What follows belongs to an exercise in optimizing a design on an open flow for small area, a short achievable clock period and few clock cycles per item; a production flow would make more cautious choices.
RTL that was checked went through simulation tests only; none was proved equivalent to the original.

==> inputs of run D <==
Design redmean_palette_quantizer, start of the top module:
module redmean_palette_quantizer #(
    parameter int PALETTE_ENTRIES = 8
)
(
    input  logic        clk,
    input  logic        rst_n,
    input  logic        in_valid,
    output logic        in_stall,
    input  logic [7:0]  red,
    input  logic [7:0]  green,
    input  logic [7:0]  blue,
    output logic        out_valid,
    input  logic        out_stall,
    output logic [2:0]  best_index,
    input  logic        cfg_valid,
    output logic        cfg_ready,
    input  logic [2:0]  cfg_index,
    input  logic [47:0] cfg_data
);
clock: 7.0 ns
lec_check: 0
cap_margin: 20
core_margin: 2
core_utilization: 40
setup_slack_margin: 3.2
slew_margin: 20
run.sh (not shown) runs the stock make flow with config.mk's settings and CLKGATE_MAP_FILE= SYNTH_SCRIPT=/design/flow/synth_recipe.tcl, a recipe that flattens the netlist after the stock synthesis.
==> inputs of run B, as changes to run D <==
--- a/flow/design.v
+++ b/flow/design.v
@@ -78,40 +78,33 @@
     input  logic        clk,
     input  logic [7:0]  red,
     input  logic [7:0]  green,
     input  logic [7:0]  blue,
     input  logic [23:0] entry,
     output logic [19:0] distance
 );
     logic [7:0]  pal_r, pal_g, pal_b;
-    logic [8:0]  t_r_next, t_g_next, t_b_next;
-    logic [8:0]  red_sum;
     logic [8:0]  t_r, t_g, t_b;
+    logic [8:0]  red_sum;
     logic [7:0]  rm;
     logic [15:0] sq_r, sq_g, sq_b;
     logic [15:0] sq_r_q, sq_g_q, sq_b_q;
     logic [7:0]  rm_q;
     logic [7:0]  rmc;
     logic [19:0] row_a, row_b;
     logic [19:0] row_a_q, row_b_q;
     assign pal_r = entry[23:16];
     assign pal_g = entry[15:8];
     assign pal_b = entry[7:0];
-    assign t_r_next = {1'b0, red}   - {1'b0, pal_r};
-    assign t_g_next = {1'b0, green} - {1'b0, pal_g};
-    assign t_b_next = {1'b0, blue}  - {1'b0, pal_b};
-    assign red_sum  = {1'b0, red} + {1'b0, pal_r};
-    always_ff @(posedge clk)
-    begin
-        t_r <= t_r_next;
-        t_g <= t_g_next;
-        t_b <= t_b_next;
-        rm  <= red_sum[8:1];
-    end
+    assign t_r = {1'b0, red}   - {1'b0, pal_r};
+    assign t_g = {1'b0, green} - {1'b0, pal_g};
+    assign t_b = {1'b0, blue}  - {1'b0, pal_b};
+    assign red_sum = {1'b0, red} + {1'b0, pal_r};
+    assign rm = red_sum[8:1];
     wire p488 = t_r[0] & t_r[1];
     wire p489 = t_r[0] & t_r[2];
     wire p490 = t_r[0] & t_r[3];
     wire p491 = t_r[0] & t_r[4];
     wire p492 = t_r[0] & t_r[5];
     wire p493 = t_r[0] & t_r[6];
     wire p494 = t_r[0] & t_r[7];
     wire p495 = t_r[1] & t_r[2];
@@ -845,56 +838,42 @@
     begin
         row_a_q <= row_a;
         row_b_q <= row_b;
     end
     assign distance = row_a_q + row_b_q;
 endmodule
 module rpq_argmin_tree
 (
-    input  logic         clk,
     input  logic [159:0] distances,
     input  logic [7:0]   live,
     output logic [2:0]   best_index
 );
     localparam int DIST_W = 20;
-    logic [3:0]          odd_wins;
-    logic [159:0]        dist_q;
-    logic [3:0]          odd_wins_q;
-    logic [4*DIST_W-1:0] pair_dist;
-    logic [3:0]          pair_live;
-    logic [3:0]          nearer [4];
-    logic [3:0]          win;
+    logic [3:0]        odd_wins;
+    logic [DIST_W-1:0] pair_dist [4];
+    logic [3:0]        pair_live;
+    logic [3:0]        nearer [4];
+    logic [3:0]        win;
     always_comb
     begin
         for (int k = 0; k < 4; k++)
         begin
-            odd_wins[k] = live[2*k+1] &&
-                          (distances[(2*k+1)*DIST_W +: DIST_W] < distances[(2*k)*DIST_W +: DIST_W]);
-        end
-    end
-    always_ff @(posedge clk)
-    begin
-        odd_wins_q <= odd_wins;
-        dist_q     <= distances;
-    end
-    always_comb
-    begin
-        for (int k = 0; k < 4; k++)
-        begin
-            pair_dist[k*DIST_W +: DIST_W] = odd_wins_q[k] ? dist_q[(2*k+1)*DIST_W +: DIST_W]
-                                                          : dist_q[(2*k)*DIST_W +: DIST_W];
+            odd_wins[k]  = live[2*k+1] &&
+                           (distances[(2*k+1)*DIST_W +: DIST_W] < distances[(2*k)*DIST_W +: DIST_W]);
+            pair_dist[k] = odd_wins[k] ? distances[(2*k+1)*DIST_W +: DIST_W]
+                                       : distances[(2*k)*DIST_W +: DIST_W];
             pair_live[k] = live[2*k];
         end
         for (int i = 0; i < 4; i++)
         begin
             nearer[i] = '0;
             for (int j = i + 1; j < 4; j++)
             begin
-                nearer[i][j] = pair_dist[j*DIST_W +: DIST_W] < pair_dist[i*DIST_W +: DIST_W];
+                nearer[i][j] = pair_dist[j] < pair_dist[i];
             end
         end
         for (int i = 0; i < 4; i++)
         begin
             win[i] = pair_live[i];
             for (int j = 0; j < i; j++)
             begin
                 win[i] = win[i] & nearer[j][i];
@@ -911,17 +890,17 @@
             begin
                 best_index[2:1] = best_index[2:1] | 2'(k);
             end
         end
         for (int k = 0; k < 4; k++)
         begin
             if (win[k])
             begin
-                best_index[0] = best_index[0] | odd_wins_q[k];
+                best_index[0] = best_index[0] | odd_wins[k];
             end
         end
     end
 endmodule
 module redmean_palette_quantizer #(
     parameter int PALETTE_ENTRIES = 8
 )
 (
@@ -936,27 +915,28 @@
     input  logic        out_stall,
     output logic [2:0]  best_index,
     input  logic        cfg_valid,
     output logic        cfg_ready,
     input  logic [2:0]  cfg_index,
     input  logic [47:0] cfg_data
 );
     localparam int DIST_W = 20;
-    localparam int PIPE_STAGES = 4;
+    localparam int PIPE_STAGES = 3;
     localparam int MAX_FLIGHT = PIPE_STAGES + 2;
     localparam int QUEUE_LEN  = MAX_FLIGHT;
     logic [PALETTE_ENTRIES*24-1:0]     entry;
     logic [7:0]                        live_mask;
     logic [PALETTE_ENTRIES*DIST_W-1:0] dist_lane;
     logic [8*DIST_W-1:0]               dist_all;
     logic                   accept, take;
     logic [PIPE_STAGES-1:0] valid_reg;
     logic [2:0]             flight, flight_next;
     logic                   stall_reg;
+    logic [7:0]             red_q, green_q, blue_q;
     logic [2:0]             result;
     logic                   result_valid;
     logic [2:0]             q_idx [QUEUE_LEN];
     logic [QUEUE_LEN-1:0]   q_valid;
     logic [QUEUE_LEN:0]     shifted_valid;
     logic [QUEUE_LEN-1:0]   join_at;
     assign cfg_ready = 1'b1;
     assign accept     = in_valid && !stall_reg;
@@ -986,51 +966,56 @@
         end
         else
         begin
             valid_reg <= {valid_reg[PIPE_STAGES-2:0], accept};
             flight    <= flight_next;
             stall_reg <= (flight_next >= 3'(MAX_FLIGHT));
         end
     end
+    always_ff @(posedge clk)
+    begin
+        red_q   <= red;
+        green_q <= green;
+        blue_q  <= blue;
+    end
     rpq_palette_regs #(
         .PALETTE_ENTRIES (PALETTE_ENTRIES)
     ) u_palette (
         .clk       (clk),
         .rst_n     (rst_n),
         .cfg_valid (cfg_valid && cfg_ready),
         .cfg_index (cfg_index),
         .cfg_data  (cfg_data),
         .entry     (entry),
         .live_mask (live_mask)
     );
     for (genvar g = 0; g < PALETTE_ENTRIES; g++)
     begin : g_lane
         rpq_distance_lane u_lane (
             .clk      (clk),
-            .red      (red),
-            .green    (green),
-            .blue     (blue),
+            .red      (red_q),
+            .green    (green_q),
+            .blue     (blue_q),
             .entry    (entry[g*24 +: 24]),
             .distance (dist_lane[g*DIST_W +: DIST_W])
         );
     end
     for (genvar s = 0; s < 8; s++)
     begin : g_slot
         if (s < PALETTE_ENTRIES)
         begin : g_used
             assign dist_all[s*DIST_W +: DIST_W] = dist_lane[s*DIST_W +: DIST_W];
         end
         else
         begin : g_unused
             assign dist_all[s*DIST_W +: DIST_W] = '0;
         end
     end
     rpq_argmin_tree u_argmin (
-        .clk        (clk),
         .distances  (dist_all),
         .live       (live_mask),
         .best_index (result)
     );
     assign result_valid = valid_reg[PIPE_STAGES-1];
     assign shifted_valid = take ? {1'b0, 1'b0, q_valid[QUEUE_LEN-1:1]} : {1'b0, q_valid};
     assign join_at = {QUEUE_LEN{result_valid}} & ~shifted_valid[QUEUE_LEN-1:0] &
                      {shifted_valid[QUEUE_LEN-2:0], 1'b1};
==> flow/config.mk (replaced) <==
export PLATFORM = sky130hd
export DESIGN_NAME = redmean_palette_quantizer
export DESIGN_NICKNAME = redmean_palette_quantizer
export VERILOG_FILES = /design/flow/design.v
export SDC_FILE = /design/flow/constraint.sdc
export NUM_CORES = 4
export LEC_CHECK = 0
export ABC_CLOCK_PERIOD_IN_PS = 3500
export CAP_MARGIN = 20
export CORE_MARGIN = 2
export CORE_UTILIZATION = 40
export SETUP_SLACK_MARGIN = 3.5
export SLEW_MARGIN = 20
==> summary of the runs <==
Of run D and run B, run B has the higher hold slack (gap 36 ps). Against run B, the sequential cell count of run D is higher by 425. Of run D and run B, run D has the higher register-to-register slack (gap 3700 ps). Of run D and run B, run B has the higher via count (gap about 1.2%, measured against run B). Run B finished with negative setup slack left. Run D went through all stages and came out clean. Of run D and run B, run B has the higher global-route usage (gap 3.5 points).
Testbench counts of run D, summed over its fixed seeds: cycles 8,232, items 8,192.
Function not checked in run B: the RTL went through the layout flow alone.

========
==> inputs of job 9699 <==
Another version of the RTL of redmean_palette_quantizer (not shown whole).
// redmean_palette_quantizer
module redmean_palette_quantizer #(
    parameter int PALETTE_ENTRIES = 8
)
(
    input  logic        clk,
    input  logic        rst_n,
    input  logic        in_valid,
    output logic        in_stall,
    input  logic [7:0]  red,
    input  logic [7:0]  green,
    input  logic [7:0]  blue,
    output logic        out_valid,
    input  logic        out_stall,
    output logic [2:0]  best_index,
    input  logic        cfg_valid,
    output logic        cfg_ready,
    input  logic [2:0]  cfg_index,
    input  logic [47:0] cfg_data
);
    localparam int DIST_W = 20;
    localparam int PIPE_STAGES = 4;
    localparam int MAX_FLIGHT = PIPE_STAGES + 2;
    localparam int QUEUE_LEN  = MAX_FLIGHT;
    logic [PALETTE_ENTRIES*24-1:0]     entry;
    logic [7:0]                        live_mask;
    logic [PALETTE_ENTRIES*DIST_W-1:0] dist_lane;
    logic [8*DIST_W-1:0]               dist_all;
    logic                   accept, take;
    logic [PIPE_STAGES-1:0] valid_reg;
    logic [2:0]             flight, flight_next;
    logic                   stall_reg;
    logic [2:0]             result;
    logic                   result_valid;
    logic [2:0]             q_idx [QUEUE_LEN];
    logic [QUEUE_LEN-1:0]   q_valid;
    logic [QUEUE_LEN:0]     shifted_valid;
    logic [QUEUE_LEN-1:0]   join_at;
    assign cfg_ready = 1'b1;
    assign accept     = in_valid && !stall_reg;
    assign take       = q_valid[0] && !out_stall;
    assign in_stall   = stall_reg;
    assign out_valid  = q_valid[0];
    assign best_index = q_idx[0];
    always_comb
    begin
        flight_next = flight;
        if (accept && !take)
        begin
            flight_next = flight + 3'd1;
        end
        else if (take && !accept)
        begin
            flight_next = flight - 3'd1;
        end
    end
    always_ff @(posedge clk or negedge rst_n)
    begin
        if (!rst_n)
        begin
            valid_reg <= '0;
            flight    <= '0;
            stall_reg <= 1'b0;
        end
        else
        begin
            valid_reg <= {valid_reg[PIPE_STAGES-2:0], accept};
  ...
Settings: LEC_CHECK=0, ABC_AREA=1, CAP_MARGIN=20, CORE_MARGIN=2, CORE_UTILIZATION=40, SETUP_SLACK_MARGIN=3.6, SLEW_MARGIN=20; clock period 7.0 ns.
standard.sh (not shown) runs the stock make flow with config.mk's settings and CLKGATE_MAP_FILE= SYNTH_SCRIPT=/design/flow/synth_recipe.tcl, a recipe that flattens the netlist after the stock synthesis.
==> flow/flow/run.sh <==
#!/bin/bash
# Layout flow: the standard synthesis, then full adders' polarities are
# chosen to remove inverters between adders (flow/fa_polarity.py), then
# the standard layout from floorplan on. Each tool's output goes to a log
# file of its own in this folder.
set -euo pipefail
R=orfs/results/${FLOW_PLATFORM}/redmean_palette_quantizer/base
bash standard.sh "$PWD/$R/1_2_yosys.v" > flow_1_synth.log 2>&1
cp "$R/1_2_yosys.v" "$R/1_2_yosys.standard.v"
python3 flow/fa_polarity.py "$R/1_2_yosys.standard.v" "$R/1_2_yosys.v" > flow_2_fa_polarity.log 2>&1
bash standard.sh finish > flow_3_layout.log 2>&1
Other scripts of this flow, unchanged in this note and not shown: flow/flow/fa_polarity.py
==> inputs of job 6298, as changes to job 9699 <==
- SETUP_SLACK_MARGIN: 3.6 -> 3.3
==> inputs of job 9983, as changes to job 9699 <==
- CORE_UTILIZATION: 40 -> 55
- SETUP_SLACK_MARGIN: 3.6 -> 3.3
==> run summary <==
Non-clk invs: job 9983 2215; job 6298 2215; job 9699 2217
Met2 layer wire length in the routed design: job 9983 141000 um; job 6298 141000 um; job 9699 142000 um
Setup repair after global routing missed its margin: job 9983 yes; job 6298 no; job 9699 yes
Status: job 9983 finished clean; job 6298 finished clean; job 9699 finished clean
Clock latency reported for the late side of the worst-skew pair: job 9983 0.85 ns; job 6298 0.89 ns; job 9699 0.89 ns
Total area of multi-input combinational cells: job 9983 78000 um2; job 6298 78000 um2; job 9699 79100 um2
Total cell area at the placement stage: job 9983 119000 um2; job 6298 120000 um2; job 9699 120000 um2
Worst EP required: job 9983 7.70 ns; job 6298 7.66 ns; job 9699 7.71 ns
Count of fill cells added during filler insertion: job 9983 18600; job 6298 28000; job 9699 27900
Initial Util: job 9983 0.553; job 6298 0.402; job 9699 0.402
Detailed-router iteration count before antenna repair: job 9983 6; job 6298 8; job 9699 6
Fin Hold WS: job 9983 0.358 ns; job 6298 0.345 ns; job 9699 0.350 ns
Met2 Resource Use GR: job 9983 0.460; job 6298 0.340; job 9699 0.341
Fraction of layout cells with a size suffix above 1: job 9983 0.0506; job 6298 0.0504; job 9699 0.103
Post-route met1 wirelength: job 9983 148000 um; job 6298 143000 um; job 9699 146000 um
Sequential cell area: job 9983 28100 um2; job 6298 28100 um2; job 9699 28600 um2
First DRT Iteration DRCs: job 9983 7400; job 6298 6198; job 9699 6861
Clock network area share: job 9983 0.0434; job 6298 0.0443; job 9699 0.0419
Global routing met1 resource utilization: job 9983 0.438; job 6298 0.300; job 9699 0.306
Testbench counts of job 9699, summed over its fixed seeds: cycles 8,232, items 8,192.
Testbench counts of job 6298, summed over its fixed seeds: cycles 8,232, items 8,192.
Testbench counts of job 9983, summed over its fixed seeds: cycles 8,232, items 8,192.

========
==> 08-14: inputs <==
redmean_palette_quantizer again, from the RTL that the note above started with.
==> flow/config.mk <==
export PLATFORM = sky130hd
export DESIGN_NAME = redmean_palette_quantizer
export DESIGN_NICKNAME = redmean_palette_quantizer
export VERILOG_FILES = /design/flow/design.v
export SDC_FILE = /design/flow/constraint.sdc
export NUM_CORES = 4
export LEC_CHECK = 0
export CAP_MARGIN = 20
export CORE_MARGIN = 2
export CORE_UTILIZATION = 40
export SETUP_SLACK_MARGIN = 3.3
export SLEW_MARGIN = 20
==> flow/constraint.sdc <==
create_clock -name core_clock -period 7.0 [get_ports {clk}]
set_input_delay 1.4000 -clock core_clock [delete_from_list [all_inputs] [get_ports {clk}]]
set_output_delay 1.4000 -clock core_clock [all_outputs]
set_load 0.01 [all_outputs]
run.sh (not shown) runs the stock make flow with config.mk's settings and CLKGATE_MAP_FILE= SYNTH_SCRIPT=/design/flow/synth_recipe.tcl, a recipe that flattens the netlist after the stock synthesis.
Stock flow here: none of the scripts above is used.
==> 06-12: changes against 08-14 <==
CORE_UTILIZATION = 55   (was 40)
==> qor summary <==
| item | 08-14 | 06-12 |
|---|---|---|
| Met3 Usage GRT | 0.02484 | 0.03786 |
| Vias post-DR | 79400 | 81180 |
| CP max stage delay | 0.55 ns | 0.56 ns |
| Result of the run | no timing/DRC/antenna violations | no timing/DRC/antenna violations |
| Floorplan Core Area | 290600 sq um | 211500 sq um |
| DP HPWL | 237.3 mm | 245.5 mm |
| Met2 track demand over resource in global routing | 0.3346 | 0.4742 |
| Fraction of area in non-clock buffers | 0.02000 | 0.02213 |
| Overall track demand over capacity in global routing | 0.2058 | 0.2933 |
| Destination of the worst register-to-register timing path | q_idx[1][0]$_DFFE_PP_ | q_idx[4][0]$_DFFE_PP_ |
| Iter 0 DRT Violations | 4717 | 4687 |
Testbench counts of 08-14, summed over its fixed seeds: cycles 8,232, items 8,192.
Testbench counts of 06-12, summed over its fixed seeds: cycles 8,232, items 8,192.

==> what the ideal ports hide <==
The flow's constraints put no driver on any port. The routed layouts listed below were extracted and timed again, unchanged, in two steps. Step 1 sets driving cells, clkbuf_16 on the clock port and buf_2 on the other inputs (assumed; they add their load-dependent delay and slew). Step 2 also shifts input and output timing later by t, the mid clock arrival at the registers, as if the neighbouring blocks saw the same clock. Slacks: ideal / step 1 / step 2; pairs: ideal / step 1.
run	shift t [ns]	slack for setup (ns)	cell pins on the clock port's net
run D	0.934	3.275 / 3.275 / 2.608	1
run B	0.885	-0.442 / -0.442 / -0.442	1
job 9699	0.924	3.510 / 3.510 / 2.893	1
job 6298	0.940	3.373 / 3.373 / 2.773	1
job 9983	0.910	3.375 / 3.375 / 2.608	1
08-14	0.911	3.314 / 3.314 / 2.780	1
06-12	0.924	3.327 / 3.327 / 2.698	1
For job 9983, which loses most, drivers alone change the setup slack by 0.000 ns; drivers and shift together by -0.767 ns.
